What follows belongs to an exercise in optimizing a design on an open flow for a short achievable clock period and few clock cycles; a production flow would make more cautious choices. In this exercise RTL edits were held to simulation tests only and were not proved equivalent to the original. Power figures rest on the tool's default switching activity, not on a simulated workload.

**design.v**
```verilog
module mips_alu #(
  parameter int unsigned DATA_W = 32
) (
  input  logic [2:0]        op,
  input  logic [DATA_W-1:0] a,
  input  logic [DATA_W-1:0] b,
  output logic [DATA_W-1:0] y,
  output logic              zero
);
  localparam logic [2:0] ALU_ADD = 3'd0;
  localparam logic [2:0] ALU_SUB = 3'd1;
  localparam logic [2:0] ALU_AND = 3'd2;
  localparam logic [2:0] ALU_OR  = 3'd3;
  localparam logic [2:0] ALU_SLT = 3'd4;
  always_comb begin
    y = '0;
    case (op)
      ALU_ADD: y = a + b;
      ALU_SUB: y = a - b;
      ALU_AND: y = a & b;
      ALU_OR:  y = a | b;
      ALU_SLT: y = DATA_W'($signed(a) < $signed(b));
      default: y = '0;
    endcase
  end
  assign zero = (y == '0);
endmodule
module mips_multicycle_core #(
  parameter int unsigned DATA_W     = 32,
  parameter int unsigned IMEM_DEPTH = 16,
  parameter int unsigned DMEM_DEPTH = 20,
  parameter logic [31:0] DMEM_BASE  = 32'h1000_4000
) (
  input  logic              clk,
  input  logic              rst,
  input  logic              start,
  input  logic              host_we,
  input  logic [1:0]        host_sel,
  input  logic [7:0]        host_addr,
  input  logic [DATA_W-1:0] host_wdata,
  output logic [DATA_W-1:0] host_rdata,
  output logic              busy,
  output logic              halted,
  output logic              fault,
  output logic [7:0]        pc,
  output logic [15:0]       retired
);
  localparam logic [5:0] OP_RTYPE = 6'h00;
  localparam logic [5:0] OP_ADDI  = 6'h08;
  localparam logic [5:0] OP_LW    = 6'h23;
  localparam logic [5:0] OP_SW    = 6'h2b;
  localparam logic [5:0] OP_BEQ   = 6'h04;
  localparam logic [5:0] OP_HALT  = 6'h3f;
  localparam logic [5:0] FN_ADD = 6'h20;
  localparam logic [5:0] FN_SUB = 6'h22;
  localparam logic [5:0] FN_AND = 6'h24;
  localparam logic [5:0] FN_OR  = 6'h25;
  localparam logic [5:0] FN_SLT = 6'h2a;
  typedef enum logic [2:0] {
    S_IDLE, S_FETCH, S_DECODE, S_EXEC, S_MEM, S_WB, S_HALT, S_FAULT
  } state_e;
  typedef enum logic [2:0] {
    ALU_ADD, ALU_SUB, ALU_AND, ALU_OR, ALU_SLT
  } alu_op_e;
  typedef enum logic [2:0] {
    CL_RTYPE, CL_ADDI, CL_LW, CL_SW, CL_BEQ, CL_HALT, CL_BAD
  } instr_cls_e;
  typedef struct packed {
    instr_cls_e cls;
    alu_op_e    alu_op;
    logic [4:0] dst;
  } dec_t;
  function automatic logic [5:0] op_of(input logic [31:0] ir);
    op_of = ir[31:26];
  endfunction
  function automatic logic [4:0] rs_of(input logic [31:0] ir);
    rs_of = ir[25:21];
  endfunction
  function automatic logic [4:0] rt_of(input logic [31:0] ir);
    rt_of = ir[20:16];
  endfunction
  function automatic logic [4:0] rd_of(input logic [31:0] ir);
    rd_of = ir[15:11];
  endfunction
  function automatic logic [5:0] funct_of(input logic [31:0] ir);
    funct_of = ir[5:0];
  endfunction
  function automatic logic [15:0] imm_of(input logic [31:0] ir);
    imm_of = ir[15:0];
  endfunction
  function automatic instr_cls_e classify(input logic [31:0] ir);
    instr_cls_e cls;
    cls = CL_BAD;
    case (op_of(ir))
      OP_RTYPE: begin
        case (funct_of(ir))
          FN_ADD, FN_SUB, FN_AND, FN_OR, FN_SLT: cls = CL_RTYPE;
          default:                               cls = CL_BAD;
        endcase
      end
      OP_ADDI: cls = CL_ADDI;
      OP_LW:   cls = CL_LW;
      OP_SW:   cls = CL_SW;
      OP_BEQ:  cls = CL_BEQ;
      OP_HALT: cls = CL_HALT;
      default: cls = CL_BAD;
    endcase
    classify = cls;
  endfunction
  function automatic alu_op_e funct_alu(input logic [5:0] fn);
    alu_op_e op;
    op = ALU_ADD;
    case (fn)
      FN_SUB:  op = ALU_SUB;
      FN_AND:  op = ALU_AND;
      FN_OR:   op = ALU_OR;
      FN_SLT:  op = ALU_SLT;
      default: op = ALU_ADD;
    endcase
    funct_alu = op;
  endfunction
  localparam int unsigned IMEM_AW = (IMEM_DEPTH > 1) ? $clog2(IMEM_DEPTH) : 1;
  localparam int unsigned DMEM_AW = (DMEM_DEPTH > 1) ? $clog2(DMEM_DEPTH) : 1;
  state_e state, state_n;
  logic [31:0]         imem [IMEM_DEPTH];
  logic [DATA_W-1:0]   dmem [DMEM_DEPTH];
  logic [DATA_W-1:0]   regs [32];
  logic [31:0]         ir;
  dec_t dec, dec_c;
  logic [DATA_W-1:0]   a_reg, b_reg, imm_reg, alu_out, mdr;
  logic [DMEM_AW-1:0]  dm_idx;
  logic [DATA_W-1:0]   alu_b, alu_y, ea_off, wb_data;
  logic                alu_zero, ea_bad, host_ok;
  logic [7:0]          br_target;
  logic clr, ld_ir, ld_dec, ld_exec, ld_mdr, retire, pc_take, reg_we, dmem_we;
  always_comb begin
    dec_c.cls    = classify(ir);
    dec_c.alu_op = ALU_ADD;
    dec_c.dst    = rt_of(ir);
    if (dec_c.cls == CL_RTYPE) begin
      dec_c.alu_op = funct_alu(funct_of(ir));
      dec_c.dst    = rd_of(ir);
    end else if (dec_c.cls == CL_BEQ) begin
      dec_c.alu_op = ALU_SUB;
    end
  end
  assign alu_b = (dec.cls == CL_RTYPE || dec.cls == CL_BEQ) ? b_reg : imm_reg;
  mips_alu #(.DATA_W(DATA_W)) u_alu (
    .op   (dec.alu_op),
    .a    (a_reg),
    .b    (alu_b),
    .y    (alu_y),
    .zero (alu_zero)
  );
  assign ea_off    = alu_y - DATA_W'(DMEM_BASE);
  assign ea_bad    = (ea_off[1:0] != 2'b00) || (ea_off >= DATA_W'(DMEM_DEPTH * 4));
  assign br_target = pc + 8'd1 + imm_reg[7:0];
  assign wb_data   = (dec.cls == CL_LW) ? mdr : alu_out;
  assign host_ok   = host_we && !busy;
  always_ff @(posedge clk) begin
    if (rst) begin
      state  <= S_IDLE;
      busy   <= 1'b0;
      halted <= 1'b0;
      fault  <= 1'b0;
    end else begin
      state  <= state_n;
      busy   <= !(state_n == S_IDLE || state_n == S_HALT || state_n == S_FAULT);
      halted <= (state_n == S_HALT);
      fault  <= (state_n == S_FAULT);
    end
  end
  always_comb begin
    state_n = state;
    clr     = 1'b0;
    ld_ir   = 1'b0;
    ld_dec  = 1'b0;
    ld_exec = 1'b0;
    ld_mdr  = 1'b0;
    retire  = 1'b0;
    pc_take = 1'b0;
    reg_we  = 1'b0;
    dmem_we = 1'b0;
    case (state)
      S_IDLE, S_HALT, S_FAULT: begin
        if (start) begin
          state_n = S_FETCH;
          clr     = 1'b1;
        end
      end
      S_FETCH: begin
        if (32'(pc) >= IMEM_DEPTH) begin
          state_n = S_HALT;
        end else begin
          ld_ir   = 1'b1;
          state_n = S_DECODE;
        end
      end
      S_DECODE: begin
        ld_dec = 1'b1;
        case (dec_c.cls)
          CL_HALT: state_n = S_HALT;
          CL_BAD:  state_n = S_FAULT;
          default: state_n = S_EXEC;
        endcase
      end
      S_EXEC: begin
        case (dec.cls)
          CL_BEQ: begin
            retire  = 1'b1;
            pc_take = alu_zero;
            state_n = S_FETCH;
          end
          CL_LW, CL_SW: begin
            if (ea_bad) begin
              state_n = S_FAULT;
            end else begin
              ld_exec = 1'b1;
              state_n = S_MEM;
            end
          end
          default: begin
            ld_exec = 1'b1;
            state_n = S_WB;
          end
        endcase
      end
      S_MEM: begin
        if (dec.cls == CL_SW) begin
          dmem_we = 1'b1;
          retire  = 1'b1;
          state_n = S_FETCH;
        end else begin
          ld_mdr  = 1'b1;
          state_n = S_WB;
        end
      end
      S_WB: begin
        reg_we  = 1'b1;
        retire  = 1'b1;
        state_n = S_FETCH;
      end
      default: state_n = S_IDLE;
    endcase
  end
  always_ff @(posedge clk) begin
    if (rst) begin
      pc      <= '0;
      retired <= '0;
      ir      <= '0;
      dec     <= '0;
      a_reg   <= '0;
      b_reg   <= '0;
      imm_reg <= '0;
      alu_out <= '0;
      mdr     <= '0;
      dm_idx  <= '0;
    end else begin
      if (clr) begin
        pc      <= '0;
        retired <= '0;
      end
      if (ld_ir) ir <= imem[IMEM_AW'(pc)];
      if (ld_dec) begin
        dec     <= dec_c;
        a_reg   <= regs[rs_of(ir)];
        b_reg   <= regs[rt_of(ir)];
        imm_reg <= DATA_W'($signed(imm_of(ir)));
      end
      if (ld_exec) begin
        alu_out <= alu_y;
        dm_idx  <= ea_off[DMEM_AW+1:2];
      end
      if (ld_mdr) mdr <= dmem[dm_idx];
      if (retire) begin
        retired <= retired + 16'd1;
        pc      <= pc_take ? br_target : pc + 8'd1;
      end
    end
  end
  always_ff @(posedge clk) begin
    if (rst) begin
      for (int i = 0; i < 32; i++) regs[i] <= '0;
    end else if (host_ok && host_sel == 2'd2 && host_addr < 8'd32) begin
      if (host_addr[4:0] != 5'd0) regs[host_addr[4:0]] <= host_wdata;
    end else if (reg_we && dec.dst != 5'd0) begin
      regs[dec.dst] <= wb_data;
    end
  end
  always_ff @(posedge clk) begin
    if (!rst && host_ok && host_sel == 2'd0 && 32'(host_addr) < IMEM_DEPTH)
      imem[IMEM_AW'(host_addr)] <= 32'(host_wdata);
  end
  always_ff @(posedge clk) begin
    if (!rst) begin
      if (host_ok && host_sel == 2'd1 && 32'(host_addr) < DMEM_DEPTH)
        dmem[DMEM_AW'(host_addr)] <= host_wdata;
      else if (dmem_we)
        dmem[dm_idx] <= b_reg;
    end
  end
  always_comb begin
    host_rdata = '0;
    case (host_sel)
      2'd0: if (32'(host_addr) < IMEM_DEPTH) host_rdata = DATA_W'(imem[IMEM_AW'(host_addr)]);
      2'd1: if (32'(host_addr) < DMEM_DEPTH) host_rdata = dmem[DMEM_AW'(host_addr)];
      2'd2: if (host_addr < 8'd32)           host_rdata = regs[host_addr[4:0]];
      default: host_rdata = '0;
    endcase
  end
endmodule
```
**run.sh**
```bash
#!/bin/bash
# synth_recipe.tcl (not shown) runs the flow's synth.tcl, then flattens the netlist and writes it again
# the make line also repeats each setting of config.mk as NAME=value (left out here)
make -C /OpenROAD-flow-scripts/flow DESIGN_CONFIG=/design/flow/config.mk WORK_HOME=/design/flow/orfs CLKGATE_MAP_FILE= SYNTH_SCRIPT=/design/flow/synth_recipe.tcl finish
```
**config.mk**
```make
export PLATFORM = sky130hd
export DESIGN_NAME = mips_multicycle_core
export DESIGN_NICKNAME = mips_multicycle_core
export VERILOG_FILES = /design/flow/design.v
export SDC_FILE = /design/flow/constraint.sdc
export NUM_CORES = 4
export LEC_CHECK = 0
export CAP_MARGIN = 20
export CORE_MARGIN = 2
export CORE_UTILIZATION = 40
export SLEW_MARGIN = 20
```
**constraint.sdc**
```tcl
create_clock -name core_clock -period 13.0 [get_ports {clk}]
set_input_delay 2.6000 -clock core_clock [delete_from_list [all_inputs] [get_ports {clk}]]
set_output_delay 2.6000 -clock core_clock [all_outputs]
set_load 0.01 [all_outputs]
```
==> metrics.md <==
| Metric | Value |
|---|---|
| Most repeated cell in the gate-level netlist after synthesis | `sky130_fd_sc_hd__edfxtp_1` |
| 1st-pass router iterations | `7` |
| Vias | `83,600` |
| Die extent in x | `568 um` |
| Inserted Clock Buffers | `271` |
| Clock edge transition at the registers on the reported setup and hold paths | `50 ps` |
| Count of nets after finishing | `8,041` |
| Startpoint kind of the worst setup timing path | `input pin` |
| Worst-path cell chain | `buf_8, buf_4, buf_4, mux4_2, mux4_2, mux2i_1, o21ai_0, clkdlybuf4s50_1` |
| Wire length of the first global-routing pass | `between 600,000 and 700,000 um` |
| Quantity of I/O buffers inserted on ports | `around 100` |
| Power consumption | `a little over 20 mW` |
| TritonCTS clock tree | `built` |
| Synth warn | `2` |
| Achievable frequency | `103 MHz` |
| Number of distinct library cells after synthesis | `95` |
| Data required time of the worst path | `10,400 ps` |
| Post-CTS setup-driven buffer insertion count | `0` |
| CTS Buffer Depth | `4` |
| Worst-case setup slack after placement | `3240 ps` |
| Fraction of post-synthesis cell area in the top cell type by area | `0.514` |
| Clock Latency Late Sink | `930 ps` |
| Clock power frac | `0.382` |
| Biggest register | `regs` |
| RSZ-0062 raised after global routing | `false` |
| Post-synth top cells | `sky130_fd_sc_hd__edfxtp_1, sky130_fd_sc_hd__mux4_2, sky130_fd_sc_hd__nor2_1, sky130_fd_sc_hd__clkbuf_1, sky130_fd_sc_hd__nand2_1` |
| Least-Margin Pin Slew | `around 1200 ps` |
| Post-synthesis instance total | `a little under 8,000` |
| Pwr per Cell Area | `145 mW/mm2` |
| Slowest-stage cell, CP | `sky130_fd_sc_hd__buf_4` |
| Via-per-instance ratio | `6.80` |
| Final WS setup | `roughly 3300 ps` |
| Initial antenna violation count | `40` |
| Share of flip-flops with an asynchronous set or reset | `0` |
| Post-synthesis register bit count | `2,393` |
| Final estimated routing congestion in global placement | `0.969` |
| Die area | `0.322 mm2` |
| Arr. time, crit path | `around 7000 ps` |
| Total standard cell area after synthesis | `0.127 mm2` |
| Sum of negative setup slack | `0 ps` |
| Run status | `timing/DRC/antenna clean` |
| Switching power share of the total | `0.290` |
| Fraction of final layout cells with drive strength greater than 1 | `0.321` |
| Leading cell types by total area after synthesis | `sky130_fd_sc_hd__edfxtp_1, sky130_fd_sc_hd__mux4_2, sky130_fd_sc_hd__nor2_1` |
| Clock root buffer | `sky130_fd_sc_hd__clkbuf_16` |
| Power spent charging and discharging nets | `between 5 and 6 mW` |
| Leading area contributor after synthesis | `sky130_fd_sc_hd__edfxtp_1` |
| # hold bufs at CTS | `0` |
| Leak Pwr | `~45 nW` |
| Largest net degree at the start of global routing | `approximately 160` |
| Period utilization | `0.748` |
| Worst max-slew margin expressed relative to the limit | `0.178` |
| Final critical delay including setup and external delays | `9720 ps` |
| Worst hold path class | `flip-flop to flip-flop` |
| Fraction of power consumed by sequential logic | `0.434` |
| Max_cap viols | `0` |
| Final count of hold timing violations | `0` |
| Syn avg cell area | `16.0 um2` |
| Dominant synthesized flop cell | `sky130_fd_sc_hd__edfxtp_1` |
| Die Y | `568 um` |
| Internal Dissipation | `~15 mW` |
| Pins over their slew limit | `0` |
| Largest driver fanout on the critical path | `46` |
| Category of the critical setup timing path | `input pin to primary output` |
| Finish-stage setup viols | `0` |
| Tot GR Track Use | `0.292` |
| Grt ovf | `0` |
| Area delta synth->final | `12.2%` |
| Clock sink count | `2,393` |
| Sequential area share after synthesis | `0.548` |
| Number of instances resized during post-cts repair | `0` |
| Max FFs per register | `1,024` |
| Combinational share of power | `0.184` |
| Worst setup EP type | `primary output` |
| Final routed wirelength across all metal layers | `477,000 um` |
| WL per Instance | `38.8 um` |
| Number of cell rows | `207` |
| DP Wirelength | `between 200,000 and 300,000 um` |
| Core utilization of the finished layout | `0.450` |
| Antenna violation net count after detailed routing | `0` |
| Final routed DRC violation total | `0` |
| Longest individual stage delay on the worst path | `840 ps` |
| Ports | `105` |
| Post-synth EDFFs | `2,176` |
| Vias in the first global route | `82,300` |
| Core region area | `about 0.32 mm2` |
| Effective utilization at floorplan | `0.401` |
| Maximum level of the CTS H-tree | `5` |
| Iter 0 DRT Violations | `13,500` |
| Worst ir drop on vdd | `0.0932 mV` |
| Post-route clock skew | `46.2 ps` |
| Biggest registers after layout | `regs: 1024 flops, dmem: 640 flops, imem: 512 flops` |
## layout make-up
| cell class | count | area [um2] |
|---|---|---|
| fill | 27400 | 174000 |
| sequential | 2393 | 69800 |
| multi-input combinational | 4715 | 54900 |
| clock buffer | 342 | 7210 |
| tap | 4180 | 5230 |
| timing repair buffer | 380 | 3260 |
| clock inverter | 149 | 1750 |
| inverter | 118 | 445 |
| antenna | 11 | 27.5 |
## final timing paths
path | end | slack [ps] | depth (start not counted) | from
worst min register to register | imm_reg[7]$_SDFFE_PP0N_ | 460 | 2 | ir[7]$_SDFFE_PP0P_
worst max-delay path | host_rdata[21] | 3280 | 8 | host_addr[0]
worst max register to register | halted$_SDFF_PP0_ | 6080 | 19 | dec[8]$_SDFFE_PP0N_
worst min-delay path | imm_reg[7]$_SDFFE_PP0N_ | 460 | 2 | ir[7]$_SDFFE_PP0P_
## placed cells by master, fill, tap and decap left out, types with 113 or more instances in the layout
cell,instances
sky130_fd_sc_hd__a211oi_1,156
sky130_fd_sc_hd__a21oi_1,252
sky130_fd_sc_hd__buf_4,264
sky130_fd_sc_hd__clkbuf_16,274
sky130_fd_sc_hd__dfxtp_1,197
sky130_fd_sc_hd__edfxtp_1,2176
sky130_fd_sc_hd__ha_1,113
sky130_fd_sc_hd__mux2i_1,174
sky130_fd_sc_hd__mux4_2,1665
sky130_fd_sc_hd__nand2_1,304
sky130_fd_sc_hd__nor2_1,1203
## critical path, delay by kind of cell
kind            cells  cell delay, ps
buf+inv             4            2540
mux                 3            1500
compound gates      1             310
## power by group through the flow
stage               logic [mW]  clock network [mW]  registers (mW)
floorplan                 2.54                   0            8.86
global placement          3.67                   0            9.08
detailed placement        3.69                   0            9.10
CTS                       3.70                7.92            8.94
global route              3.95                8.22            8.96
finish                    3.79                7.86            8.95
## routing by layer
metal | vias up | GRT usage | wire length (um)
li1 | 32100 | - | -
met1 | 43800 | 0.374 | 170000
met2 | 6249 | 0.449 | 217000
met3 | 1396 | 0.0932 | 61300
met4 | 40 | 0.144 | 28300
met5 | - | 0 | 306
## per-stage QoR
stage,cell area [um2],instances,hold WS [ps]
2_1_floorplan,127000,7974,428
3_3_place_gp,134000,11800,444
3_5_place_dp,134000,11800,448
4_1_cts,143000,12300,456
5_1_grt,143000,12300,481
6_report,143000,12300,456
## cells by family after synthesis
logic type | count (synthesis) | share of synthesized area
flops | 2393 | 0.548
mux | 1893 | 0.313
simple gates | 1881 | 0.0608
buf+inv | 866 | 0.0259
compound gates | 766 | 0.0382
fa+ha+maj | 116 | 0.0116
xor+xnor | 27 | 0.00192
other cells | 1 | 0.0000295
Testbench counts, summed over its fixed seeds: cycles 251,529.

[static timing again, ports no longer ideal]
No port has a modelled driver above. Below, the same layout with a new extraction and two added sets of constraints.
Step 1 (the two cells are an assumption about what drives the block):
set clk [get_ports {clk}]
set_driving_cell -lib_cell sky130_fd_sc_hd__clkbuf_16 $clk
set_driving_cell -lib_cell sky130_fd_sc_hd__buf_2 [delete_from_list [all_inputs] $clk]
Step 2 also shifts input and output timing later by t, the mid clock arrival at the registers, as if the neighbouring blocks saw the same clock.
Three values: ideal, step 1, step 2; two values: the first two.
t (ns): 1.008
setup slack, ns: 3.281 / 3.210 / 3.210
slew at the worst register clock pin (ns): 0.07 / 0.07
worst slew at a driven data input, ns: 0.12
cell pins on the clock port's net: 1
After both steps this run still meets setup and hold. The setup slack of this run moves by -0.071 ns with the drivers and by -0.071 ns with both steps.
